From an optimization exercise on the open Yosys and OpenROAD flow, aimed at a short achievable clock period and few clock cycles per item; shortcuts taken in it are not production practice.
Only simulation tests tie the RTL to the original design; equivalence was not proved.
No activity file was given, so power comes from the tool's default toggle rates.

## config.mk

```make
export PLATFORM = sky130hd
export DESIGN_NAME = zmips_top
export DESIGN_NICKNAME = zmips_top
export VERILOG_FILES = /design/flow/design.v
export SDC_FILE = /design/flow/constraint.sdc
export NUM_CORES = 4
export LEC_CHECK = 0
export CAP_MARGIN = 20
export CORE_MARGIN = 2
export CORE_UTILIZATION = 40
export CTS_CLUSTER_DIAMETER = 50
export CTS_CLUSTER_SIZE = 20
export SLEW_MARGIN = 20
```

## constraint.sdc

```tcl
create_clock -name core_clock -period 10.5 [get_ports {clk}]
set_input_delay 2.1000 -clock core_clock [delete_from_list [all_inputs] [get_ports {clk}]]
set_output_delay 2.1000 -clock core_clock [all_outputs]
set_load 0.01 [all_outputs]
```

## design.v

```verilog
`default_nettype none
package zmips_pkg;
    localparam int XLEN   = 32;    
    localparam int REG_AW = 5;     
    localparam int PCW    = 30;    
    localparam int BTB_AW = 3;     
    localparam int BTB_N  = 8;     
    localparam int BTB_TW = 8;     
    localparam int LP_W   = 4;     
    localparam logic [1:0] FMT_I = 2'b10;
    localparam logic [1:0] FMT_J = 2'b11;
endpackage
`default_nettype wire
`default_nettype none
import zmips_pkg::*;
module zmips_fetch
(
    input  logic            clk,
    input  logic            rst,
    input  logic            mis_d,          
    input  logic [PCW-1:0]  alt_d,
    input  logic            mis_e,          
    input  logic [PCW-1:0]  alt_e,
    input  logic            btb_wr,         
    input  logic [PCW-1:0]  btb_wr_pc,
    input  logic [PCW-1:0]  btb_wr_tgt,
    input  logic [XLEN-1:0] i_data,
    output logic [XLEN-1:0] i_addr,
    output logic [XLEN-1:0] id_instr,
    output logic            id_valid,
    output logic            id_pred,        
    output logic [PCW-1:0]  id_pc,          
    output logic [PCW-1:0]  id_btb_pc,      
    output logic            id_lp,          
    output logic [BTB_N-1:0] id_hit_oh,     
    input  logic            lp_upd,         
    input  logic            lp_fill_res,    
    input  logic            lp_taken,
    input  logic [BTB_N-1:0] lp_oh,
    output logic [PCW-1:0]  id_pc_inc,      
    input  logic            d_wr_next,      
    input  logic [REG_AW-1:0] d_dest,
    input  logic            ex_wr_reg,      
    input  logic [REG_AW-1:0] ex_dest,
    output logic [31:0]     id_sa_reg,      
    output logic [31:0]     id_sa_reg_n,    
    output logic            id_sa_w,        
    output logic            id_sa_e,        
    output logic            id_sa_imm,      
    output logic [31:0]     id_sb_reg,
    output logic [31:0]     id_sb_reg_n,
    output logic            id_sb_w,
    output logic            id_sb_e
);
    localparam int NB = BTB_N;
    logic [PCW-1:0]         pc, pc_inc, f_next, d_next, btb_tgt, hit_pc;
    logic [NB-1:0]          btb_v, hit, thit, lexit;
    logic [NB-1:0][LP_W-1:0] lp_cnt, lp_trip;
    logic [NB-1:0][PCW-1:0] btb_pc, btb_to;
    logic [BTB_AW-1:0]      btb_ptr;
    logic                   is_j, btb_hit;
    logic                   fill;
    logic [PCW-1:0]         fill_pc, fill_tgt;
    logic [PCW-1:0] pc_port_n;
    assign i_addr = {~pc_port_n, 2'b00};
    assign pc_inc = pc + 1'b1;
    always_comb
    begin
        btb_tgt = '0;
        hit_pc  = '0;
        for (int i = 0; i < NB; i++)
        begin
            lexit[i] = (lp_trip[i] != '0) & (lp_cnt[i] + 1'b1 == lp_trip[i]);
            thit[i]  = btb_v[i] & (btb_pc[i][BTB_TW-1:0] == pc[BTB_TW-1:0]);
            hit[i]   = thit[i] & ~lexit[i];
            btb_tgt  = btb_tgt | (btb_to[i] & {PCW{hit[i]}});
            hit_pc   = hit_pc | (btb_pc[i] & {PCW{thit[i]}});
        end
    end
    assign btb_hit = |hit;
    assign is_j = (i_data[31:30] == FMT_J);
    logic [31:0] sa_reg, sb_reg;
    logic        sa_w, sa_e, sb_w, sb_e;
    assign sa_e   = ~i_data[30] & d_wr_next & (d_dest == i_data[25:21]);
    assign sa_w   = ~i_data[30] & ~sa_e & ex_wr_reg & (ex_dest == i_data[25:21]);
    assign sa_reg = (i_data[30] | sa_e | sa_w) ? 32'd0 : 32'd1 << i_data[25:21];
    assign sb_e   = d_wr_next & (d_dest == i_data[20:16]);
    assign sb_w   = ~sb_e & ex_wr_reg & (ex_dest == i_data[20:16]);
    assign sb_reg = (sb_e | sb_w) ? 32'd0 : 32'd1 << i_data[20:16];
    always_comb
    begin
        if (is_j)
            f_next = i_data[29:0];
        else if (btb_hit)
            f_next = btb_tgt;
        else
            f_next = pc_inc;
    end
    assign d_next = mis_e ? alt_e : alt_d;
    always_ff @(posedge clk)
    begin
        if (rst)
        begin
            pc        <= '0;
            pc_port_n <= '1;
            id_valid  <= 1'b0;
        end
        else
        begin
            pc        <= (mis_e | mis_d) ? d_next : f_next;
            pc_port_n <= ~((mis_e | mis_d) ? d_next : f_next);
            id_valid  <= ~(mis_e | mis_d);
        end
    end
    always_ff @(posedge clk)
    begin
        id_instr  <= i_data;
        id_pred   <= btb_hit & ~is_j;
        id_pc     <= pc;
        id_btb_pc <= hit_pc;
        id_lp     <= |(thit & lexit) & ~is_j;
        id_hit_oh <= thit;
        id_pc_inc <= pc_inc;
        id_sa_reg   <= sa_reg;
        id_sa_reg_n <= ~sa_reg;
        id_sa_w     <= sa_w;
        id_sa_e     <= sa_e;
        id_sa_imm   <= i_data[30];
        id_sb_reg   <= sb_reg;
        id_sb_reg_n <= ~sb_reg;
        id_sb_w     <= sb_w;
        id_sb_e     <= sb_e;
    end
    logic [BTB_AW-1:0] ptr_next;
    logic [NB-1:0]     fill_we;
    assign ptr_next = fill ? btb_ptr + 1'b1 : btb_ptr;
    always_ff @(posedge clk)
    begin
        if (rst)
        begin
            fill    <= 1'b0;
            fill_we <= '0;
            btb_v   <= '0;
            btb_ptr <= '0;
        end
        else
        begin
            fill <= btb_wr;
            for (int i = 0; i < NB; i++)
                fill_we[i] <= btb_wr & (ptr_next == i);
            if (fill)
            begin
                for (int i = 0; i < NB; i++)
                    if (fill_we[i])
                        btb_v[i] <= 1'b1;
                    else if (btb_pc[i][BTB_TW-1:0] == fill_pc[BTB_TW-1:0])
                        btb_v[i] <= 1'b0;
                btb_ptr <= btb_ptr + 1'b1;
            end
        end
    end
    always_ff @(posedge clk)
    begin
        fill_pc  <= btb_wr_pc;
        fill_tgt <= btb_wr_tgt;
        for (int i = 0; i < NB; i++)
            if (fill_we[i])
            begin
                btb_pc[i] <= fill_pc;
                btb_to[i] <= fill_tgt;
            end
    end
    always_ff @(posedge clk)
    begin
        if (rst)
        begin
            lp_cnt  <= '0;
            lp_trip <= '0;
        end
        else
        begin
            for (int i = 0; i < NB; i++)
                if (fill_we[i])
                begin
                    lp_cnt[i]  <= LP_W'(lp_fill_res & lp_taken);
                    lp_trip[i] <= LP_W'(lp_fill_res & ~lp_taken);
                end
                else if (lp_upd && lp_oh[i])
                begin
                    if (lp_taken)
                    begin
                        if (lp_cnt[i] != '1)
                            lp_cnt[i] <= lp_cnt[i] + 1'b1;
                    end
                    else
                    begin
                        lp_trip[i] <= (lp_cnt[i] == '1) ? '0 : lp_cnt[i] + 1'b1;
                        lp_cnt[i]  <= '0;
                    end
                end
        end
    end
endmodule
`default_nettype wire
`default_nettype none
import zmips_pkg::*;
module zmips_control
(
    input  logic              clk,
    input  logic              rst,
    input  logic [XLEN-1:0]   id_instr,
    input  logic              id_valid,
    input  logic              id_pred,
    input  logic [PCW-1:0]    id_pc,
    input  logic [PCW-1:0]    id_btb_pc,
    input  logic              id_lp,
    input  logic [BTB_N-1:0]  id_hit_oh,
    input  logic [PCW-1:0]    id_pc_inc,
    input  logic              flag_z,
    input  logic              flag_c,
    input  logic              flag_n,
    input  logic              mis_e,          
    input  logic [31:0][XLEN-1:0] regs,
    input  logic [XLEN-1:0]   ex_y,
    input  logic [XLEN-1:0]   wb_data,
    input  logic [31:0]       id_sa_reg,
    input  logic [31:0]       id_sa_reg_n,
    input  logic              id_sa_w,
    input  logic              id_sa_e,
    input  logic              id_sa_imm,
    input  logic [31:0]       id_sb_reg,
    input  logic [31:0]       id_sb_reg_n,
    input  logic              id_sb_w,
    input  logic              id_sb_e,
    output logic              d_wr_next,
    output logic [REG_AW-1:0] d_dest,
    output logic              mis_d,
    output logic [PCW-1:0]    alt_d,
    output logic              lp_upd_d,
    output logic              lp_fill_res_d,  
    output logic              lp_taken_d,
    output logic [BTB_N-1:0]  lp_oh_d,
    output logic              btb_wr,
    output logic [PCW-1:0]    btb_wr_pc,
    output logic [PCW-1:0]    btb_wr_tgt,
    output logic [XLEN-1:0]   ex_a,
    output logic [XLEN-1:0]   ex_b,           
    output logic [XLEN-1:0]   ex_bx,          
    output logic              ex_op_pass,
    output logic              ex_op_and,
    output logic              ex_op_or,
    output logic              ex_op_xor,
    output logic              ex_op_arith,
    output logic              ex_op_sll,
    output logic              ex_op_srl,
    output logic              ex_op_sra,
    output logic [4:0]        ex_shamt,
    output logic [4:0]        ex_shamt_n,     
    output logic              ex_cin_one,
    output logic [REG_AW-1:0] ex_dest,
    output logic              ex_wr_reg,
    output logic              ex_store,
    output logic              ex_wr_z,
    output logic              ex_wr_c,
    output logic              ex_wr_n,
    output logic              ex_br,          
    output logic [1:0]        ex_br_cc,
    output logic              ex_br_k,
    output logic              ex_br_always,   
    output logic [PCW-1:0]    ex_br_alt,
    output logic              ex_br_sense,
    output logic              ex_lp_trk,      
    output logic [BTB_N-1:0]  ex_lp_oh
);
    logic              valid, is_r, is_imm, is_b, is_cond;
    logic [3:0]        code;
    logic [1:0]        cc;
    logic              wr_f, fr, k, st, st_raw, use_reg, defer, bogus, full;
    logic              m_reg;
    logic [PCW-1:0]    br_tgt;
    logic              sub;
    logic [XLEN-1:0]   a_reg, b_reg, a_next, b_next;
    logic [REG_AW-1:0] dest;
    assign valid   = id_valid & ~mis_e;
    assign is_r    = valid & ~id_instr[31];
    assign is_imm  = id_instr[30];
    assign is_b    = valid & (id_instr[31:30] == FMT_I);
    assign cc      = id_instr[27:26];
    assign is_cond = is_b & (cc != 2'd3);
    assign code    = is_imm ? 4'b0000 : {id_instr[26], id_instr[5:3]};
    assign dest    = is_imm ? 5'd0 : id_instr[15:11];
    assign sub     = (code == 4'b0101);
    assign d_wr_next = is_r & id_instr[28];
    assign d_dest    = dest;
    always_comb
    begin
        case (cc)
            2'd0:    begin wr_f = ex_wr_z; fr = flag_z; end
            2'd1:    begin wr_f = ex_wr_c; fr = flag_c; end
            default: begin wr_f = ex_wr_n; fr = flag_n; end
        endcase
    end
    assign full     = (id_btb_pc == id_pc);
    assign bogus    = valid & id_pred & ~full;
    assign k        = ~(id_instr[29] ^ id_pred);
    assign st_raw   = (cc == 2'd3) | id_instr[25] | (cc == 2'd0 & ~id_instr[29]);
    assign st       = st_raw & ~(id_lp & full);
    assign use_reg  = ~wr_f;
    assign defer    = wr_f;
    assign m_reg    = (is_b & (cc == 2'd3) & ~id_pred) | (is_cond & use_reg & (fr ^ k))
                    | (is_cond & defer & st & ~id_pred);
    assign mis_d    = bogus | m_reg;
    assign br_tgt   = id_pc_inc + {{(PCW-26){id_instr[25]}}, id_instr[25:0]};
    assign alt_d    = id_pred ? id_pc_inc : br_tgt;
    assign btb_wr     = is_b & st & (~id_pred | bogus);
    always_ff @(posedge clk)
    begin
        if (rst)
        begin
            lp_upd_d      <= 1'b0;
            lp_fill_res_d <= 1'b0;
        end
        else
        begin
            lp_upd_d      <= is_cond & (id_pred | id_lp) & full & use_reg;
            lp_fill_res_d <= is_cond & use_reg;
        end
        lp_taken_d <= ~(fr ^ id_instr[29]);
        lp_oh_d    <= id_hit_oh;
    end
    assign btb_wr_pc  = id_pc;
    assign btb_wr_tgt = br_tgt;
    always_comb
    begin
        a_reg = '0;
        b_reg = '0;
        for (int i = 0; i < 32; i++)
        begin
            a_reg[15:0]  = a_reg[15:0]  | (regs[i][15:0]  & {16{id_sa_reg[i]}});
            a_reg[31:16] = a_reg[31:16] | (regs[i][31:16] & {16{~id_sa_reg_n[i]}});
            b_reg[15:0]  = b_reg[15:0]  | (regs[i][15:0]  & {16{id_sb_reg[i]}});
            b_reg[31:16] = b_reg[31:16] | (regs[i][31:16] & {16{~id_sb_reg_n[i]}});
        end
    end
    assign a_next = a_reg | (wb_data & {XLEN{id_sa_w}}) | (ex_y & {XLEN{id_sa_e}})
                  | ({{6{id_instr[25]}}, id_instr[25:0]} & {XLEN{id_sa_imm}});
    assign b_next = b_reg | (wb_data & {XLEN{id_sb_w}}) | (ex_y & {XLEN{id_sb_e}});
    always_ff @(posedge clk)
    begin
        ex_a      <= a_next;
        ex_b      <= b_next;
        ex_bx     <= b_next ^ {XLEN{sub}};
        ex_shamt  <= id_instr[10:6];
        ex_shamt_n <= ~id_instr[10:6];
        ex_dest   <= dest;
        ex_op_and <= (code == 4'b0001);
        ex_op_or  <= (code == 4'b0010);
        ex_op_xor <= (code == 4'b0011);
        ex_op_arith <= (code == 4'b0100) | sub;
        ex_op_sll <= (code == 4'b1000);
        ex_op_srl <= (code == 4'b1010);
        ex_op_sra <= (code == 4'b1011);
        ex_op_pass <= ~((code[3:2] == 2'b00 & code[1:0] != 2'b00) | code == 4'b0100
                        | code == 4'b0101 | code == 4'b1000 | code == 4'b1010
                        | code == 4'b1011);
        ex_cin_one <= sub & ~id_instr[28];
        ex_br_cc  <= cc;
        ex_br_k      <= ~(id_instr[29] ^ (st & ~bogus));
        ex_br_always <= bogus & (cc == 2'd3);
        ex_br_alt    <= (st & ~bogus) ? id_pc_inc : br_tgt;
        ex_br_sense  <= id_instr[29];
        ex_lp_trk    <= (id_pred | id_lp) & full & ~bogus;
        ex_lp_oh     <= id_hit_oh;
    end
    always_ff @(posedge clk)
    begin
        if (rst)
        begin
            ex_wr_reg <= 1'b0;
            ex_store  <= 1'b0;
            ex_wr_z   <= 1'b0;
            ex_wr_c   <= 1'b0;
            ex_wr_n   <= 1'b0;
            ex_br     <= 1'b0;
        end
        else
        begin
            ex_wr_reg <= is_r & id_instr[28];
            ex_store  <= is_r & id_instr[29] & ~id_instr[28];
            ex_wr_z   <= is_r & id_instr[0];
            ex_wr_c   <= is_r & id_instr[1];
            ex_wr_n   <= is_r & id_instr[2];
            ex_br     <= (is_cond & defer) | (is_b & bogus);
        end
    end
endmodule
`default_nettype wire
`default_nettype none
import zmips_pkg::*;
module zmips_regfile
(
    input  logic                  clk,
    input  logic [REG_AW-1:0]     wr_addr,
    input  logic [XLEN-1:0]       wr_data,
    input  logic                  wr,
    output logic [31:0][XLEN-1:0] regs       
);
    always_ff @(posedge clk)
    begin
        for (int i = 0; i < 32; i++)
            if (wr && wr_addr == 5'(i))
                regs[i] <= wr_data;
    end
endmodule
`default_nettype wire
`default_nettype none
import zmips_pkg::*;
module zmips_alu
(
    input  logic [XLEN-1:0] a,
    input  logic [XLEN-1:0] bx,         
    input  logic            op_pass,    
    input  logic            op_and,
    input  logic            op_or,
    input  logic            op_xor,
    input  logic            op_arith,   
    input  logic            op_sll,
    input  logic            op_srl,
    input  logic            op_sra,
    input  logic [4:0]      shamt,
    input  logic [4:0]      shamt_n,    
    input  logic            cin,
    output logic [XLEN-1:0] y,
    output logic            zero,
    output logic            zsum,       
    output logic            cout,
    output logic            neg
);
    logic [XLEN-1:0] y_and, y_or, y_xor, y_sll, y_sr;
    logic [XLEN:0]   sum;
    logic [XLEN-1:0] m_sll, m_sr;
    logic            z_and, z_or, z_xor, z_a, z_sll, z_sr;
    assign sum   = {1'b0, a} + {1'b0, bx} + {{XLEN{1'b0}}, cin};
    assign y_and = a & bx;
    assign y_or  = a | bx;
    assign y_xor = a ^ bx;
    assign y_sll = a << shamt;
    assign y_sr  = $signed({op_sra & a[XLEN-1], a}) >>> ~shamt_n;
    assign y = ({XLEN{op_pass}} & a) | ({XLEN{op_and}} & y_and) | ({XLEN{op_or}} & y_or)
             | ({XLEN{op_xor}} & y_xor) | ({XLEN{op_arith}} & sum[XLEN-1:0])
             | ({XLEN{op_sll}} & y_sll) | ({XLEN{op_srl | op_sra}} & y_sr);
    assign zsum  = &((a ^ bx) ~^ {a[XLEN-2:0] | bx[XLEN-2:0], cin});
    assign z_and = ~|y_and;
    assign z_or  = ~|y_or;
    assign z_xor = ~|y_xor;
    assign z_a   = ~|a;
    assign m_sll = {XLEN{1'b1}} >> shamt;
    assign m_sr  = {XLEN{1'b1}} << ~shamt_n;
    assign z_sll = ~|(a & m_sll);
    assign z_sr  = ~|(a & m_sr);
    assign zero = (op_pass & z_a) | (op_and & z_and) | (op_or & z_or) | (op_xor & z_xor)
                | (op_arith & zsum) | (op_sll & z_sll) | ((op_srl | op_sra) & z_sr);
    assign cout = op_arith & sum[XLEN];
    assign neg  = (op_pass & a[XLEN-1]) | (op_and & y_and[XLEN-1]) | (op_or & y_or[XLEN-1])
                | (op_xor & y_xor[XLEN-1]) | (op_arith & sum[XLEN-1])
                | (op_sll & y_sll[XLEN-1]) | (op_srl & (shamt_n == 5'h1f) & a[XLEN-1])
                | (op_sra & a[XLEN-1]);
endmodule
`default_nettype wire
`default_nettype none
import zmips_pkg::*;
module zmips_execute
(
    input  logic              clk,
    input  logic              rst,
    input  logic [XLEN-1:0]   ex_a,
    input  logic [XLEN-1:0]   ex_b,
    input  logic [XLEN-1:0]   ex_bx,
    input  logic              ex_op_pass,
    input  logic              ex_op_and,
    input  logic              ex_op_or,
    input  logic              ex_op_xor,
    input  logic              ex_op_arith,
    input  logic              ex_op_sll,
    input  logic              ex_op_srl,
    input  logic              ex_op_sra,
    input  logic [4:0]        ex_shamt,
    input  logic [4:0]        ex_shamt_n,
    input  logic              ex_cin_one,
    input  logic [REG_AW-1:0] ex_dest,
    input  logic              ex_wr_reg,
    input  logic              ex_store,
    input  logic              ex_wr_z,
    input  logic              ex_wr_c,
    input  logic              ex_wr_n,
    input  logic              ex_br,
    input  logic [1:0]        ex_br_cc,
    input  logic              ex_br_k,
    input  logic              ex_br_always,
    input  logic [PCW-1:0]    ex_br_alt,
    input  logic              ex_br_sense,
    input  logic              ex_lp_trk,
    input  logic [BTB_N-1:0]  ex_lp_oh,
    input  logic              lp_upd_d,
    input  logic              lp_fill_res_d,
    input  logic              lp_taken_d,
    input  logic [BTB_N-1:0]  lp_oh_d,
    output logic              lp_upd,
    output logic              lp_fill_res,
    output logic              lp_taken,
    output logic [BTB_N-1:0]  lp_oh,
    output logic [XLEN-1:0]   ex_y,
    output logic              flag_z,
    output logic              flag_c,
    output logic              flag_n,
    output logic              mis_e,
    output logic [PCW-1:0]    alt_e,
    output logic [XLEN-1:0]   wb_data,
    output logic [REG_AW-1:0] wb_addr,
    output logic              wb_wr,
    output logic [XLEN-1:0]   d_addr,
    output logic [XLEN-1:0]   d_wdata,
    output logic              d_wr
);
    logic ex_z, ex_c, ex_n, ex_zsum, fsel;
    zmips_alu u_alu (
        .a        (ex_a),
        .bx       (ex_bx),
        .op_pass  (ex_op_pass),
        .op_and   (ex_op_and),
        .op_or    (ex_op_or),
        .op_xor   (ex_op_xor),
        .op_arith (ex_op_arith),
        .op_sll   (ex_op_sll),
        .op_srl   (ex_op_srl),
        .op_sra   (ex_op_sra),
        .shamt    (ex_shamt),
        .shamt_n  (ex_shamt_n),
        .cin      (ex_cin_one | flag_c),
        .y        (ex_y),
        .zero     (ex_z),
        .zsum     (ex_zsum),
        .cout     (ex_c),
        .neg      (ex_n)
    );
    always_comb
    begin
        case (ex_br_cc)
            2'd0:    fsel = flag_z;
            2'd1:    fsel = flag_c;
            default: fsel = flag_n;
        endcase
    end
    assign mis_e = ex_br & (ex_br_always | (fsel ^ ex_br_k));
    assign alt_e = ex_br_alt;
    assign lp_upd      = lp_upd_d | (ex_br & ex_lp_trk);
    assign lp_fill_res = lp_fill_res_d | ex_br;
    assign lp_taken    = lp_upd_d | lp_fill_res_d ? lp_taken_d
                                                  : (ex_br_always | ~(fsel ^ ex_br_sense));
    assign lp_oh       = lp_upd_d ? lp_oh_d : ex_lp_oh;
    always_ff @(posedge clk)
    begin
        if (rst)
        begin
            flag_z <= 1'b0;
            flag_c <= 1'b0;
            flag_n <= 1'b0;
        end
        else
        begin
            if (ex_wr_z) flag_z <= ex_z;
            if (ex_wr_c) flag_c <= ex_c;
            if (ex_wr_n) flag_n <= ex_n;
        end
    end
    always_ff @(posedge clk)
    begin
        if (rst)
            d_wr <= 1'b0;
        else
            d_wr <= ex_store;
    end
    always_ff @(posedge clk)
    begin
        d_addr  <= ex_y & {XLEN{ex_store}};
        d_wdata <= ex_b & {XLEN{ex_store}};
    end
    always_ff @(posedge clk)
    begin
        if (rst)
            wb_wr <= 1'b0;
        else
            wb_wr <= ex_wr_reg;
    end
    always_ff @(posedge clk)
    begin
        wb_data <= ex_y;
        wb_addr <= ex_dest;
    end
endmodule
`default_nettype wire
`default_nettype none
import zmips_pkg::*;
module zmips_top
(
    input  logic            clk,
    input  logic            rst,
    input  logic [XLEN-1:0] i_data,
    output logic [XLEN-1:0] i_addr,
    output logic [XLEN-1:0] d_addr,
    output logic [XLEN-1:0] d_wdata,
    output logic            d_wr
);
    logic [XLEN-1:0]   id_instr;
    logic              id_valid, id_pred;
    logic [PCW-1:0]    id_pc, id_btb_pc, id_pc_inc, alt_d, alt_e;
    logic              btb_wr;
    logic              id_lp, lp_upd, lp_fill_res, lp_taken;
    logic [BTB_N-1:0]  id_hit_oh, lp_oh;
    logic              lp_upd_d, lp_fill_res_d, lp_taken_d;
    logic [BTB_N-1:0]  lp_oh_d, ex_lp_oh;
    logic              ex_br_sense, ex_lp_trk;
    logic [PCW-1:0]    btb_wr_pc, btb_wr_tgt;
    logic              mis_d, mis_e;
    logic [31:0][XLEN-1:0] regs;
    logic [31:0]       id_sa_reg, id_sa_reg_n, id_sb_reg, id_sb_reg_n;
    logic              id_sa_w, id_sa_e, id_sa_imm, id_sb_w, id_sb_e;
    logic              d_wr_next;
    logic [REG_AW-1:0] d_dest;
    logic [XLEN-1:0]   ex_a, ex_b, ex_bx, ex_y;
    logic              ex_op_pass, ex_op_and, ex_op_or, ex_op_xor, ex_op_arith;
    logic              ex_op_sll, ex_op_srl, ex_op_sra;
    logic [4:0]        ex_shamt, ex_shamt_n;
    logic              ex_cin_one;
    logic [REG_AW-1:0] ex_dest;
    logic              ex_wr_reg, ex_store, ex_wr_z, ex_wr_c, ex_wr_n;
    logic              ex_br, ex_br_k, ex_br_always;
    logic [1:0]        ex_br_cc;
    logic [PCW-1:0]    ex_br_alt;
    logic              flag_z, flag_c, flag_n;
    logic [XLEN-1:0]   wb_data;
    logic [REG_AW-1:0] wb_addr;
    logic              wb_wr;
    zmips_fetch u_fetch (
        .clk, .rst, .mis_d, .alt_d, .mis_e, .alt_e,
        .btb_wr, .btb_wr_pc, .btb_wr_tgt, .i_data, .i_addr,
        .id_instr, .id_valid, .id_pred, .id_pc, .id_btb_pc, .id_pc_inc,
        .d_wr_next, .d_dest, .ex_wr_reg, .ex_dest,
        .id_sa_reg, .id_sa_reg_n, .id_sa_w, .id_sa_e, .id_sa_imm,
        .id_sb_reg, .id_sb_reg_n, .id_sb_w, .id_sb_e,
        .id_lp, .id_hit_oh, .lp_upd, .lp_fill_res, .lp_taken, .lp_oh
    );
    zmips_control u_control (
        .clk, .rst, .id_instr, .id_valid, .id_pred, .id_pc, .id_btb_pc, .id_pc_inc,
        .id_lp, .id_hit_oh, .lp_upd_d, .lp_fill_res_d, .lp_taken_d, .lp_oh_d,
        .flag_z, .flag_c, .flag_n, .mis_e,
        .regs, .ex_y, .wb_data,
        .id_sa_reg, .id_sa_reg_n, .id_sa_w, .id_sa_e, .id_sa_imm,
        .id_sb_reg, .id_sb_reg_n, .id_sb_w, .id_sb_e, .d_wr_next, .d_dest,
        .mis_d, .alt_d, .btb_wr, .btb_wr_pc, .btb_wr_tgt,
        .ex_a, .ex_b, .ex_bx, .ex_op_pass, .ex_op_and, .ex_op_or, .ex_op_xor,
        .ex_op_arith, .ex_op_sll, .ex_op_srl, .ex_op_sra,
        .ex_shamt, .ex_shamt_n, .ex_cin_one, .ex_dest, .ex_wr_reg, .ex_store,
        .ex_wr_z, .ex_wr_c, .ex_wr_n, .ex_br, .ex_br_cc, .ex_br_k, .ex_br_always, .ex_br_alt,
        .ex_br_sense, .ex_lp_trk, .ex_lp_oh
    );
    zmips_regfile u_regfile (
        .clk,
        .wr_addr (wb_addr),
        .wr_data (wb_data),
        .wr      (wb_wr),
        .regs
    );
    zmips_execute u_execute (
        .clk, .rst, .ex_a, .ex_b, .ex_bx,
        .ex_op_pass, .ex_op_and, .ex_op_or, .ex_op_xor, .ex_op_arith,
        .ex_op_sll, .ex_op_srl, .ex_op_sra, .ex_shamt, .ex_shamt_n, .ex_cin_one,
        .ex_dest, .ex_wr_reg, .ex_store, .ex_wr_z, .ex_wr_c, .ex_wr_n,
        .ex_br, .ex_br_cc, .ex_br_k, .ex_br_always, .ex_br_alt,
        .ex_br_sense, .ex_lp_trk, .ex_lp_oh,
        .lp_upd_d, .lp_fill_res_d, .lp_taken_d, .lp_oh_d,
        .lp_upd, .lp_fill_res, .lp_taken, .lp_oh,
        .ex_y, .flag_z, .flag_c, .flag_n, .mis_e, .alt_e,
        .wb_data, .wb_addr, .wb_wr, .d_addr, .d_wdata, .d_wr
    );
endmodule
`default_nettype wire
```

## flow/run.sh

```bash
#!/bin/bash
export ADDER_MAP_FILE=
export SETUP_SLACK_MARGIN=7.0
export BUFFER_PORTS_ARGS="-buffer_cell sky130_fd_sc_hd__buf_4"
bash standard.sh > standard.log 2>&1
```

## standard.sh

```bash
#!/bin/bash
# synth_recipe.tcl (not shown) runs the flow's synth.tcl, then flattens the netlist and writes it again
# the make line also repeats each setting of config.mk as NAME=value (left out here)
make -C /OpenROAD-flow-scripts/flow DESIGN_CONFIG=/design/flow/config.mk WORK_HOME=/design/flow/orfs CLKGATE_MAP_FILE= SYNTH_SCRIPT=/design/flow/synth_recipe.tcl "${@:-finish}"
```

==> summary.md, run 1 <==
| Metric | Value |
|---|---|
| Status | finished clean |
| Flip-flop count of the largest register after layout | 1024 |
| Number of warning messages in the yosys log | 4 |
| Count of input and output buffers | 128 |
| Final Core Density | approximately 46% |
| Type of element capturing the critical path | flop |
| Primary FF master, synth | sky130_fd_sc_hd__edfxtp_1 |
| Leakage | around 38 nW |
| Period utilization | between 30% and 40% |
| Highest fanout seen on the critical path | 13 |
| Number of global-route vias before repair | just over 70000 |
| Detailed-route via count | about 76000 |
| Worst supply voltage drop on vdd | between 150 and 200 uV |
| Maximum number of pins on one net before global-route repair | 75 |
| Filler cell count in the final layout | ~21000 |
| Clock network fraction of total power | about two fifths |
| Final cell count without fillers | between 10000 and 15000 |
| Clock latency (worst-skew pair) | 940 ps |
| Worst setup slack before clock tree synthesis | between 5000 and 6000 ps |
| Int Pwr | around 15 mW |
| Top-level port count | 131 |
| RD Place Congestion | between 1 and 1.5 |
| Wire length of the first global-routing pass | approximately 570 mm |
| Required @ worst endpoint | approximately 11000 ps |
| Vias per Instance | between 6 and 7 |
| Count of flip-flops with a built-in enable after synthesis | 1504 |
| Total CTS buffers | between 150 and 200 |
| # nets final | 7718 |
| Power, Total | around 21 mW |
| Number of synthesized register bits | roughly 2300 |
| Final routed wirelength across all metal layers | ~420 mm |
| Pwr per Cell Area | between 150 and 200 nW/um2 |
| Crit-path cells | inv_1 > a221oi_1 > nand3_1 > nor3_1 > nand2_1 |
| Die outline height | 491 um |
| Violation count after the first detailed-route iteration | between 10000 and 15000 |
| Clock root buffer | sky130_fd_sc_hd__clkbuf_16 |
| Library cell with the highest instance count after synthesis | sky130_fd_sc_hd__edfxtp_1 |
| Placed Instances | 10600 |
| Count of final max-slew check failures | 0 |
| Final Worst Setup Slack | between 6000 and 7000 ps |
| Final hold violations | 0 |
| Async set-or-reset flop fraction in the synthesized netlist | 0% |
| Post-synth top area share | 47.7% |
| Sequential cell area in the final layout | ~60000 um2 |
| Die extent in x | 491 um |
| Biggest cell delay along the critical path | between 1000 and 1500 ps |
| Cell taking the most area after synthesis | sky130_fd_sc_hd__edfxtp_1 |
| Switching power | slightly below 6 mW |
| Proportion of power drawn by flip-flops and latches | 50.5% |
| Total die area | 241000 um2 |
| Floorplan Core Area | 235000 um2 |
| Largest registers | u_regfile.regs: 1024 flops, u_fetch.btb_pc: 240 flops, u_fetch.btb_to: 240 flops |
| Number of clock sinks | ~2300 |
| Bufs on Longest Clock Path | 3 |
| Total Negative Setup Slacks | 0 ps |
| Class of the tightest hold or removal check | flop to flop |
| Layout Area Growth over Synthesis | 15.3% |
| Clock period minus worst slack | 3700 ps |
| Total area of multi-input combinational cells | between 30000 and 40000 um2 |
| CP startpoint kind | flop |
| Clock skew after layout | ~94 ps |
| Part of the Yosys area used for sequential elements | about 64% |
| CP arrival | roughly 4300 ps |
| F_max | around 270 MHz |
| Number of buffers added to fix hold violations after cts | 0 |
| Total routing resource utilization after global routing | 33.5% |
| Avg WL per Cell | around 38 um |
| Rows | around 180 |
| Unique cell type count in the Yosys netlist | about 100 |
| RSZ-0062 raised after global routing | true |
| Register containing the most flip-flops in the final layout | u_regfile.regs |
| Pre-Repair DR Iteration Count | 11 |
| Post-Synthesis Cells | 7613 |
| Cell area after technology mapping | 94700 um2 |
| Remaining max-slew budget at the tightest pin | between 10% and 20% |
| HPWL reported at the end of detailed placement | 251 mm |
| Clock-pin slew on the worst setup and hold paths | roughly 70 ps |
| Gate power share | between 10% and 20% |
| CTS tree | built |
| Category of the most critical setup path | flop to flop |
| Synthesized area divided by synthesized cell count | ~12 um2 |
| Max Cap Viol | 0 |
| H-tree depth reported by CTS | 4 |
| Leading post-synthesis cells by cell area | sky130_fd_sc_hd__edfxtp_1, sky130_fd_sc_hd__dfxtp_1, sky130_fd_sc_hd__a22oi_1 |
| Fraction of power spent switching nets | between 20% and 30% |
| Initial antenna violation count | 36 |
| Starting Density | 40.2% |
| Transition at the pin with the smallest max-transition slack | roughly 1300 ps |
| Count of antenna-violating nets left after detailed routing | 0 |
| Final setup viols | 0 |
| Remaining Overflow, GRT | 0 |
| Share of cells above drive strength 1 | between 15 and 20% |
| Synth cell count leaders | sky130_fd_sc_hd__edfxtp_1, sky130_fd_sc_hd__dfxtp_1, sky130_fd_sc_hd__a22oi_1, sky130_fd_sc_hd__clkbuf_1, sky130_fd_sc_hd__nand2_1 |
| Remaining design rule violation count | 0 |
| Library cell contributing the largest single delay on the critical path | sky130_fd_sc_hd__nor3_1 |
==> power groups by stage <==
stage,registers (mW),clock network (mW),logic (mW)
floorplan,10.4,0,1.24
global placement,10.7,0,1.95
detailed placement,10.7,0,1.95
CTS,10.5,8.13,2.05
global route,10.6,8.46,2.28
finish,10.5,8.11,2.21
==> per-layer routing <==
metal	GRT usage [%]	up-vias	wire, um
li1	-	29800	-
met1	40.3	37200	144000
met2	48.8	7220	177000
met3	14.1	2009	64200
met4	22.6	30	35800
met5	0	-	314
==> kinds of logic after synthesis <==
| group | Yosys count | share of synthesized area, % |
|---|---|---|
| flops | 2252 | 63.5 |
| compound gates | 2183 | 17.5 |
| simple gates | 1675 | 8.79 |
| buf+inv | 874 | 3.59 |
| xor+xnor | 418 | 3.90 |
| mux | 176 | 2.34 |
| fa+ha+maj | 34 | 0.362 |
| other cells | 1 | 0.00396 |
==> layout make-up <==
cell class | count | area share, %
antenna | 22 | 0.0504
inverter | 294 | 1.04
clock buffer | 220 | 4.78
timing repair buffer | 448 | 3.52
clock inverter | 158 | 1.94
multi-input combinational | 4489 | 29.7
tap | 3150 | 3.61
sequential | 2252 | 55.4
==> cells in the final DEF (no fill, tap or decap), drive strengths merged, types with 96 or more instances in the layout <==
cell / Yosys / routed
a21oi: 234 / 234
a221oi: 337 / 337
a22o: 347 / 347
a22oi: 514 / 514
and2: 96 / 96
buf: 93 / 445
clkbuf: 487 / 221
dfxtp: 748 / 748
edfxtp: 1504 / 1504
inv: 292 / 366
mux2i: 104 / 104
nand2: 391 / 391
nand3: 187 / 187
nand4: 212 / 212
nor2: 379 / 379
nor3: 103 / 103
o21ai: 163 / 163
o22ai: 98 / 98
xnor2: 276 / 276
xor2: 142 / 142
==> through the flow <==
step | hold WS (ps) | cell area, um2
6_report | 301 | 109000
5_1_grt | 324 | 109000
4_1_cts | 309 | 108000
3_5_place_dp | 314 | 99800
3_3_place_gp | 314 | 99800
2_1_floorplan | 310 | 94900
==> what timing repair did <==
item / CTS / global route
endpoints found under the setup margin: 291 / 129
pin swaps: 22 / 24
setup buffers: 30 / 27
gates cloned: 3 / 1
resized for setup: 325 / 100
==> final timing paths <==
check,cells after the start,endpoint,slack [ps],startpoint
worst max-delay path,5,u_control.ex_a[22],6800,u_fetch.id_sa_reg_n[4]
worst min register to register,0,u_control.lp_oh_d[4],300,u_fetch.id_hit_oh[4]
worst min-delay path,0,u_control.lp_oh_d[4],300,u_fetch.id_hit_oh[4]
worst max register to register,5,u_control.ex_a[22],6800,u_fetch.id_sa_reg_n[4]
==> critical path: cells and delay by family, from the launching register on <==
family / cells / cell delay (ps)
simple gates: 3 / 1480
compound gates: 1 / 430
flops: 1 / 810
buf+inv: 1 / 730
Testbench counts, summed over its fixed seeds: cycles 41,312, instrs 37,437.
==> run 2: changes to the inputs <==
--- a/design.v
+++ b/design.v
@@ -284,7 +284,7 @@
     assign valid   = id_valid & ~mis_e;
     assign is_r    = valid & ~id_instr[31];
     assign is_imm  = id_instr[30];
-    assign is_b    = valid & (id_instr[31:30] == FMT_I);
+    assign is_b    = valid & (id_instr[31:30] == FMT_I) & (id_instr[25:0] != '0);
     assign cc      = id_instr[27:26];
     assign is_cond = is_b & (cc != 2'd3);
     assign code    = is_imm ? 4'b0000 : {id_instr[26], id_instr[5:3]};
--- a/config.mk
+++ b/config.mk
@@ -8,6 +8,4 @@
 export CAP_MARGIN = 20
 export CORE_MARGIN = 2
 export CORE_UTILIZATION = 40
-export CTS_CLUSTER_DIAMETER = 50
-export CTS_CLUSTER_SIZE = 20
 export SLEW_MARGIN = 20
==> run 2 against run 1 <==
  * Synthesized cell count fell by 0.99%
  * Sequential share of layout area fell by 0.30 points
  * Final area rose by 0.52%
  * Count of clock-buffer cells in the layout rose by 57
  * Wire length rose by 2.5%
  * Final cell count fell by 0.12%
==> summary.md, run 2 <==
| Metric | Value |
|---|---|
| Maximum number of pins on one net before global-route repair | 77 (+2.7%) |
| Number of warning messages in the yosys log | 4 (unchanged) |
| RSZ-0062 raised after global routing | true |
| Simple-Gate Fraction of Synth Area | 8.74% (-0.056 points) |
| Avg WL per Cell | 39.2 um (+2.6%) |
| Required @ worst endpoint | 11200 ps (+80 ps) |
| Register containing the most flip-flops in the final layout | u_regfile.regs |
| Top-level port count | 131 (unchanged) |
| Proportion of synthesized area in mux cells | 2.61% (+0.27 points) |
| Most frequent standard cell in the layout excluding fill and tap cells | sky130_fd_sc_hd__edfxtp_1 |
| Highest fanout seen on the critical path | 7 (-6) |
| Die extent in x | 490 um (about the same) |
| Total CTS buffers | 224 (+13%) |
| Pwr per Cell Area | 194 nW/um2 (+1.7%) |
| Final hold violations | 0 (unchanged) |
| Async set-or-reset flop fraction in the synthesized netlist | 0% (unchanged) |
| Dominant combinational cell family by area after synthesis | compound AO/OA/AOI/OAI gates |
| CP arrival | 4290 ps (-30 ps) |
| Placed Instances | 10500 (-0.65%) |
| Synthesized area divided by synthesized cell count | 12.5 um2 (+0.80%) |
| Number of buffers added to fix hold violations after cts | 0 (unchanged) |
| Rows | 178 (unchanged) |
| Max Cap Viol | 0 (unchanged) |
| Count of antenna-violating nets left after detailed routing | 0 (unchanged) |
| H-tree depth reported by CTS | 4 (unchanged) |
| Post-route worst hold slack | 327 ps (+25.2 ps) |
| Post-Synthesis Cells | 7538 (-0.99%) |
| Violation count after the first detailed-route iteration | 15300 (+6.0%) |
| Xor-xnor portion of the synthesized cell area | 3.89% (-0.0072 points) |
| Share of cells above drive strength 1 | 16.4% (-0.33 points) |
| Cell type group with the largest total delay on the critical path | compound AO/OA/AOI/OAI gates |
| Leading post-synthesis cells by cell area | sky130_fd_sc_hd__edfxtp_1, sky130_fd_sc_hd__dfxtp_1, sky130_fd_sc_hd__a22oi_1 |
| Total Negative Setup Slacks | 0 ps (unchanged) |
| CTS tree | built |
| Status | finished clean |
| Post-Layout Inst Area | 110000 um2 (+0.52%) |
| Type of element capturing the critical path | flop |
| Part of the Yosys area used for sequential elements | 63.6% (+0.12 points) |
| Final routed wirelength across all metal layers | 432 mm (+2.5%) |
| Library cell with the highest instance count after synthesis | sky130_fd_sc_hd__edfxtp_1 |
| Clock latency (worst-skew pair) | 950 ps (about the same) |
| Leakage | 37.8 nW (-0.13%) |
| Worst supply voltage drop on vdd | 193 uV (+27%) |
| Detailed-route via count | 76900 (+0.72%) |
| Transition at the pin with the smallest max-transition slack | 1250 ps (-85.6 ps) |
| Count of input and output buffers | 128 (unchanged) |
| Count of final max-slew check failures | 0 (unchanged) |
| Initial antenna violation count | 50 (+39%) |
| HPWL reported at the end of detailed placement | 261 mm (+4.0%) |
| Number of clock sinks | 2252 (unchanged) |
| Clock root buffer | sky130_fd_sc_hd__clkbuf_16 |
| Remaining design rule violation count | 0 (unchanged) |
| Floorplan Core Area | 235000 um2 (about the same) |
| Biggest cell delay along the critical path | 610 ps (-430 ps) |
| Buf+Inv Stages, Crit Path | 2 (+1) |
| # nets final | 7672 (-0.60%) |
| Adder-cell share of the synthesized area | 0.365% (+0.0033 points) |
| Cell area after technology mapping | 94500 um2 (-0.19%) |
| Remaining Overflow, GRT | 0 (unchanged) |
| Flip-flop count of the largest register after layout | 1024 (unchanged) |
| CP startpoint kind | flop |
| Final setup viols | 0 (unchanged) |
| Remaining max-slew budget at the tightest pin | 17.0% (+5.8 points) |
| Largest registers | u_regfile.regs: 1024 flops, u_fetch.btb_pc: 240 flops, u_fetch.btb_to: 240 flops |
| Total routing resource utilization after global routing | 34.3% (+0.81 points) |
| Crit-path cells | inv_1 > buf_4 > a22o_1 > a221oi_1 > nand4_1 > nor4_1 > nand3_1 > a21o_1 > xnor2_1 |
| Clock skew after layout | 124 ps (+30.3 ps) |
| Total area of multi-input combinational cells | 32500 um2 (+0.27%) |
| Count of flip-flops with a built-in enable after synthesis | 1504 (unchanged) |
| Most frequent cells in the layout | sky130_fd_sc_hd__edfxtp_1, sky130_fd_sc_hd__dfxtp_1, sky130_fd_sc_hd__a22oi_1 |
| Final cell count without fillers | 11000 (-0.12%) |
| Filler cell count in the final layout | 20900 (+0.77%) |
| F_max | 278 MHz (+2.9%) |
| Primary FF master, synth | sky130_fd_sc_hd__edfxtp_1 |
| Synthesized-area fraction occupied by ao, oa, aoi and oai cells | 17.4% (-0.14 points) |
| Number of global-route vias before repair | 71000 (-0.91%) |
| Class of the tightest hold or removal check | flop to flop |
| Number of synthesized register bits | 2252 (unchanged) |
| Clock-pin slew on the worst setup and hold paths | 60 ps (about the same) |
| Library cell contributing the largest single delay on the critical path | sky130_fd_sc_hd__dfxtp_1 |
| Layout Area Growth over Synthesis | 16.1% |
| Starting Density | 40.2% (about the same) |
| Total die area | 240000 um2 (-0.19%) |
| Clock period minus worst slack | 3590 ps (-104 ps) |
| Pre-Repair DR Iteration Count | 11 (unchanged) |
| Wire length of the first global-routing pass | 580 mm (+1.7%) |
| Unique cell type count in the Yosys netlist | 96 (-5.9%) |
| Post-synth top area share | 47.8% (+0.090 points) |
| Cell taking the most area after synthesis | sky130_fd_sc_hd__edfxtp_1 |
| RD Place Congestion | 1.03 (+2.5%) |
| Bufs on Longest Clock Path | 3 (unchanged) |
| Synth cell count leaders | sky130_fd_sc_hd__edfxtp_1, sky130_fd_sc_hd__dfxtp_1, sky130_fd_sc_hd__a22oi_1, sky130_fd_sc_hd__clkbuf_1, sky130_fd_sc_hd__nor2_1 |
| Category of the most critical setup path | flop to flop |
| Period utilization | 34.2% (-0.99 points) |
| Sequential cell area in the final layout | 60400 um2 (about the same) |
| Post-DP Area | 99600 um2 (-0.20%) |
| Vias per Instance | 6.98 (+0.84%) |
| Die outline height | 490 um (about the same) |
## run 2: power breakdown
part | internal (mW) | leakage, nW | switching [mW]
sequential | 9.98 | 19.9 | 0.560
clock | 4.87 | 3.82 | 3.71
combinational | 0.731 | 14.1 | 1.46
total | 15.6 | 37.8 | 5.73
## run 2: layer usage
layer / GRT usage [%] / share of wire [%]
met1: 41.9 / 35
met2: 50.2 / 42
met3: 13.6 / 15
met4: 22.4 / 8.2
met5: 0.972 / 0.15
## run 2: final cells by class
type                            instances  share of cell area, %
Sequential cell                      2252                   55.1
Multi-Input combinational cell       4451                   29.6
Clock buffer                          277                   5.47
Tap cell                             3150                   3.59
Timing Repair Buffer                  442                   3.47
Clock inverter                        147                   1.75
Inverter                              267                  0.953
Antenna cell                           34                 0.0776
## run 2: metrics by stage
stage | worst slack, ps | total power, mW | util [%]
after CTS | 6880 | 21.1 | 46.3
after global placement | 4980 | 12.6 | 42.4
after floorplan | 6640 | 11.6 | -
after detailed placement | 5540 | 12.6 | 42.4
after global routing | 6860 | 21.7 | 46.6
final | 6910 | 21.3 | 46.6
## run 2: path summary, 6_finish.rpt
kind	start	to	slack, ps	cells past startpoint
min reg2reg	u_fetch.id_hit_oh[5]	u_control.lp_oh_d[5]	330	0
min	u_fetch.id_hit_oh[5]	u_control.lp_oh_d[5]	330	0
max reg2reg	u_fetch.id_sb_reg_n[30]	u_control.ex_bx[25]	6910	9
max	u_fetch.id_sb_reg_n[30]	u_control.ex_bx[25]	6910	9
## run 2: timing repair
action / in CTS / in global routing
endpoints found under the setup margin: 245 / 134
resized for setup: 329 / 99
cloned: 3 / 2
pin swaps: 23 / 22
hold endpoints to repair: 0 / 0
setup buffers: 31 / 23
## run 2: worst reg2reg max path, delay by kind of cell, from the launching register on
family	cells	cell delay, ps
buffers and inverters	2	830
xor gates and xnor gates	1	210
AOI/OAI and AO/OA	3	880
DFF	1	610
and+or+nand+nor	3	860
## run 2: cells by family after synthesis
group	count (synthesis)
flops	2252
compound gates	2153
simple gates	1644
buf+inv	836
xor+xnor	416
mux	202
fa+ha+maj	34
other cells	1
Testbench counts of run 2, summed over its fixed seeds: cycles 40,420, instrs 37,437.
==> run 3: changes to the inputs <==
--- a/design.v
+++ b/design.v
@@ -3,8 +3,8 @@
     localparam int XLEN   = 32;    
     localparam int REG_AW = 5;     
     localparam int PCW    = 30;    
-    localparam int BTB_AW = 3;     
-    localparam int BTB_N  = 8;     
+    localparam int BTB_AW = 2;     
+    localparam int BTB_N  = 4;     
     localparam int BTB_TW = 8;     
     localparam int LP_W   = 4;     
     localparam logic [1:0] FMT_I = 2'b10;
==> run 3 against run 2 <==
  * Sequential power fell by 13%
  * Via count is 9.5% lower
  * Core utilization down 0.15 points
  * Setup slack worse by 86 ps
  * Final cell count decreased by 9.5%
  * Clock skew fell by 46 ps
  * Non-clock buffer count fell by 22
==> summary.md, run 3 <==
| Metric | Value |
|---|---|
| Remaining max-slew budget at the tightest pin | 5.87% (-11 points) |
| # nets final | 7013 (-8.6%) |
| H-tree depth reported by CTS | 4 (unchanged) |
| Remaining design rule violation count | 0 (unchanged) |
| Number of clock sinks | 1963 (-13%) |
| Xor-xnor portion of the synthesized cell area | 3.66% (-0.23 points) |
| HPWL reported at the end of detailed placement | 242 mm (-7.5%) |
| Fraction of power spent switching nets | 27.5% (+0.58 points) |
| Post-Layout Inst Area | 96300 um2 (-12%) |
| Gate power share | 11.7% (+1.4 points) |
| Number of synthesized register bits | 1963 (-13%) |
| Power, Total | 18.7 mW (-12%) |
| RSZ-0062 raised after global routing | true |
| Number of buffers added to fix hold violations after cts | 0 (unchanged) |
| F_max | 272 MHz (-2.3%) |
| Worst Reg-to-Reg Cells | 8 (-1) |
| Required @ worst endpoint | 11250 ps (+50 ps) |
| Switching power | 5.12 mW (-11%) |
| Top-level port count | 131 (unchanged) |
| Final hold violations | 0 (unchanged) |
| Number of warning messages in the yosys log | 4 (unchanged) |
| Remaining Overflow, GRT | 0 (unchanged) |
| Total die area | 212000 um2 (-12%) |
| Number of cells on the worst hold path | 0 (unchanged) |
| Crit-path cells | buf_4 > inv_1 > a22o_1 > a221oi_1 > nand4_1 > nor4_1 > o2111ai_2 > xnor2_1 |
| Flip-flop count of the largest register after layout | 1024 (unchanged) |
| Clock latency (worst-skew pair) | 920 ps (-30 ps) |
| Cell taking the most area after synthesis | sky130_fd_sc_hd__edfxtp_1 |
| Final routed wirelength across all metal layers | 398 mm (-7.8%) |
| Class of the tightest hold or removal check | flop to flop |
| Pwr per Cell Area | 194 nW/um2 (-0.24%) |
| Synthesized-area fraction occupied by ao, oa, aoi and oai cells | 17.9% (+0.52 points) |
| Largest registers | u_regfile.regs: 1024 flops, u_fetch.btb_pc: 120 flops, u_fetch.btb_to: 120 flops |
| Count of antenna-violating nets left after detailed routing | 0 (unchanged) |
| Total CTS buffers | 195 (-13%) |
| Die extent in x | 461 um (-6.0%) |
| Final Worst Setup Slack | 6820 ps (-86.5 ps) |
| Final setup viols | 0 (unchanged) |
| Post-synth top area share | 45.5% (-2.3 points) |
| Part of the Yosys area used for sequential elements | 62.3% (-1.3 points) |
| Most frequent cells in the layout | sky130_fd_sc_hd__edfxtp_1, sky130_fd_sc_hd__dfxtp_1, sky130_fd_sc_hd__a22oi_1 |
| CP arrival | 4430 ps (+140 ps) |
| Final Core Density | 46.5% (-0.15 points) |
| Count of flip-flops with a built-in enable after synthesis | 1264 (-16%) |
| Most frequent standard cell in the layout excluding fill and tap cells | sky130_fd_sc_hd__edfxtp_1 |
| Vias per Instance | 6.98 (about the same) |
| Violation count after the first detailed-route iteration | 13800 (-9.7%) |
| Biggest cell delay along the critical path | 990 ps (+380 ps) |
| Proportion of synthesized area in mux cells | 2.62% (+0.017 points) |
| Die outline height | 461 um (-6.0%) |
| Post-DP Area | 88200 um2 (-12%) |
| Starting Density | 40.3% (+0.087 points) |
| Layout Area Growth over Synthesis | 15.5% |
| Bufs on Longest Clock Path | 3 (unchanged) |
| Share of cells above drive strength 1 | 16.2% (-0.25 points) |
| Max Cap Viol | 0 (unchanged) |
| Detailed-route via count | 69600 (-9.5%) |
| Adder-cell share of the synthesized area | 0.315% (-0.050 points) |
| Initial antenna violation count | 34 (-32%) |
| Count of final max-slew check failures | 0 (unchanged) |
| Synth cell count leaders | sky130_fd_sc_hd__edfxtp_1, sky130_fd_sc_hd__dfxtp_1, sky130_fd_sc_hd__a22oi_1, sky130_fd_sc_hd__nand2_1, sky130_fd_sc_hd__clkbuf_1 |
| Count of input and output buffers | 128 (unchanged) |
| Clock root buffer | sky130_fd_sc_hd__clkbuf_16 |
| Type of element capturing the critical path | flop |
| Number of global-route vias before repair | 64200 (-9.6%) |
| Primary FF master, synth | sky130_fd_sc_hd__edfxtp_1 |
| Dominant combinational cell family by area after synthesis | compound AO/OA/AOI/OAI gates |
| Rows | 167 (-6.2%) |
| Leading post-synthesis cells by cell area | sky130_fd_sc_hd__edfxtp_1, sky130_fd_sc_hd__dfxtp_1, sky130_fd_sc_hd__a22oi_1 |
| Clock period minus worst slack | 3680 ps (+86.5 ps) |
| CP startpoint kind | flop |
| Avg WL per Cell | 39.9 um (+1.9%) |
| Clock skew after layout | 77.6 ps (-46.4 ps) |
| Filler cell count in the final layout | 18400 (-12%) |
| Clock-pin slew on the worst setup and hold paths | 60 ps (about the same) |
| Clock network fraction of total power | 39.1% (-1.2 points) |
| Library cell contributing the largest single delay on the critical path | sky130_fd_sc_hd__nor4_1 |
| Synthesized area divided by synthesized cell count | 12.1 um2 (-3.3%) |
| Async set-or-reset flop fraction in the synthesized netlist | 0% (unchanged) |
| Floorplan Core Area | 207000 um2 (-12%) |
| Total routing resource utilization after global routing | 36.2% (+1.8 points) |
| Worst setup slack before clock tree synthesis | 5700 ps (+165 ps) |
| Pre-Repair DR Iteration Count | 12 (+1) |
| Transition at the pin with the smallest max-transition slack | 1410 ps (+167 ps) |
| Register containing the most flip-flops in the final layout | u_regfile.regs |
| Leakage | 34.2 nW (-9.5%) |
| Status | finished clean |
| Period utilization | 35.1% (+0.82 points) |
| Worst supply voltage drop on vdd | 197 uV (+2.1%) |
| Proportion of power drawn by flip-flops and latches | 49.2% (-0.3 points) |
| Wire length of the first global-routing pass | 531 mm (-8.4%) |
| RD Place Congestion | 1.02 (-0.78%) |
| Cell area after technology mapping | 83400 um2 (-12%) |
| Int Pwr | 13.5 mW (-13%) |
| Maximum number of pins on one net before global-route repair | 66 (-14%) |
| Highest fanout seen on the critical path | 11 (+4) |
| Total Negative Setup Slacks | 0 ps (unchanged) |
| Library cell with the highest instance count after synthesis | sky130_fd_sc_hd__edfxtp_1 |
| CTS tree | built |
| Simple-Gate Fraction of Synth Area | 9.39% (+0.65 points) |
| Category of the most critical setup path | flop to flop |
| Post-Synthesis Cells | 6879 (-8.7%) |
| Unique cell type count in the Yosys netlist | 106 (+10%) |
-- run 3: changes by cell type in the layout (fill, tap and decap cells not counted), sizes merged, moves of 46 or more --
cell	previous run	this run
a22o	363	286
dfxtp	748	699
a22oi	550	477
nand2	360	422
inv	267	313
edfxtp	1504	1264
-- run 3: final timing paths --
path / slack (ps) / end / start
setup reg to reg: 6820 / u_control.ex_bx[28] / u_fetch.id_sb_reg_n[15]
hold reg to reg: 280 / u_control.lp_oh_d[0] / u_fetch.id_hit_oh[0]
setup / recovery: 6820 / u_control.ex_bx[28] / u_fetch.id_sb_reg_n[15]
hold / removal: 280 / u_control.lp_oh_d[0] / u_fetch.id_hit_oh[0]
-- run 3: area by class of cell --
class / instances / area, um2 / share of cell area [%]
clock inverters: 97 / 1180 / 1.22
well taps: 2788 / 3490 / 3.62
clock buffers: 273 / 5460 / 5.67
diodes: 29 / 72.6 / 0.0754
flip-flops and latches: 1963 / 52200 / 54.2
inverters: 309 / 1180 / 1.23
multi-input cells: 4090 / 29100 / 30.3
repair buffers: 420 / 3550 / 3.69
-- run 3: metal layers --
metal  vias to the layer above  part of all wire [%]  GRT usage (%)
li1                      26900                     -              -
met1                     34000                    35           44.3
met2                      6753                    42           52.4
met3                      1903                    15           14.3
met4                        28                   8.6           24.2
met5                         -                 0.089          0.413
-- run 3: through the flow --
| step | hold WS, ps | std cells |
|---|---|---|
| 2_1_floorplan | 310 | 6880 |
| 5_1_grt | 279 | 9941 |
| 6_report | 283 | 9969 |
| 3_3_place_gp | 314 | 9512 |
| 4_1_cts | 288 | 9895 |
| 3_5_place_dp | 315 | 9515 |
-- run 3: logic make-up after synthesis --
group / count (synthesis)
multiplexers: 175
XOR/XNOR: 341
flip-flops: 1963
other: 1
adder cells (fa/ha/maj): 26
buffers and inverters: 828
AND/OR/NAND/NOR: 1592
AO/OA/AOI/OAI: 1953
-- run 3: what timing repair did --
action                                  in CTS  in global routing
buffers inserted                            10                 37
pin swaps                                    8                 15
gates resized for setup                    211                 79
gates cloned                                 0                  5
endpoints found under the setup margin     213                 98
-- run 3: critical path: cells and delay by family, from the launching register on --
kind                      cells  cell delay, ps
and+or+nand+nor               2            1150
DFF                           1             310
buffers and inverters         2             850
xor gates and xnor gates      1             230
AOI/OAI and AO/OA             3             980
-- run 3: power groups by stage --
stage	Sequential, mW	Combinational, mW	Clock [mW]
2_1_floorplan	9.07	1.22	0
3_3_place_gp	9.29	1.98	0
3_5_place_dp	9.30	1.98	0
4_1_cts	9.14	2.04	7.29
5_1_grt	9.20	2.25	7.60
6_report	9.18	2.18	7.29
Testbench counts of run 3, summed over its fixed seeds: cycles 40,517, instrs 37,437.

## what the ideal ports hide
In the flow no input, the clock included, has a driving cell. The finished layouts below were timed again as built, in two steps.
Step 1 sets driving cells, clkbuf_16 on the clock port and buf_2 on the other inputs (assumed; they add their load-dependent delay and slew).
Step 2 adds t to the input delays and takes it off the output delays; t is the mean of the earliest and latest rising clock arrival at the registers after step 1. Input paths then give back, and output paths get back, about the clock's delay inside the block.
Slacks: ideal / step 1 / step 2; pairs: ideal / step 1.
| run | t (ns) | setup slack, ns | worst setup path after step 2 | latest minus earliest clock arrival (ns) |
|---|---|---|---|---|
| run 1 | 0.984 | 6.802 / 6.802 / 6.140 | input to register | 0.096 / 0.096 |
| run 2 | 0.990 | 6.906 / 6.836 / 5.972 | input to register | 0.132 / 0.133 |
| run 3 | 0.968 | 6.819 / 6.819 / 6.251 | input to register | 0.078 / 0.078 |
After both steps every run listed still meets setup and hold. For run 2, which loses most, drivers alone change the setup slack by -0.070 ns; drivers and shift together by -0.934 ns.
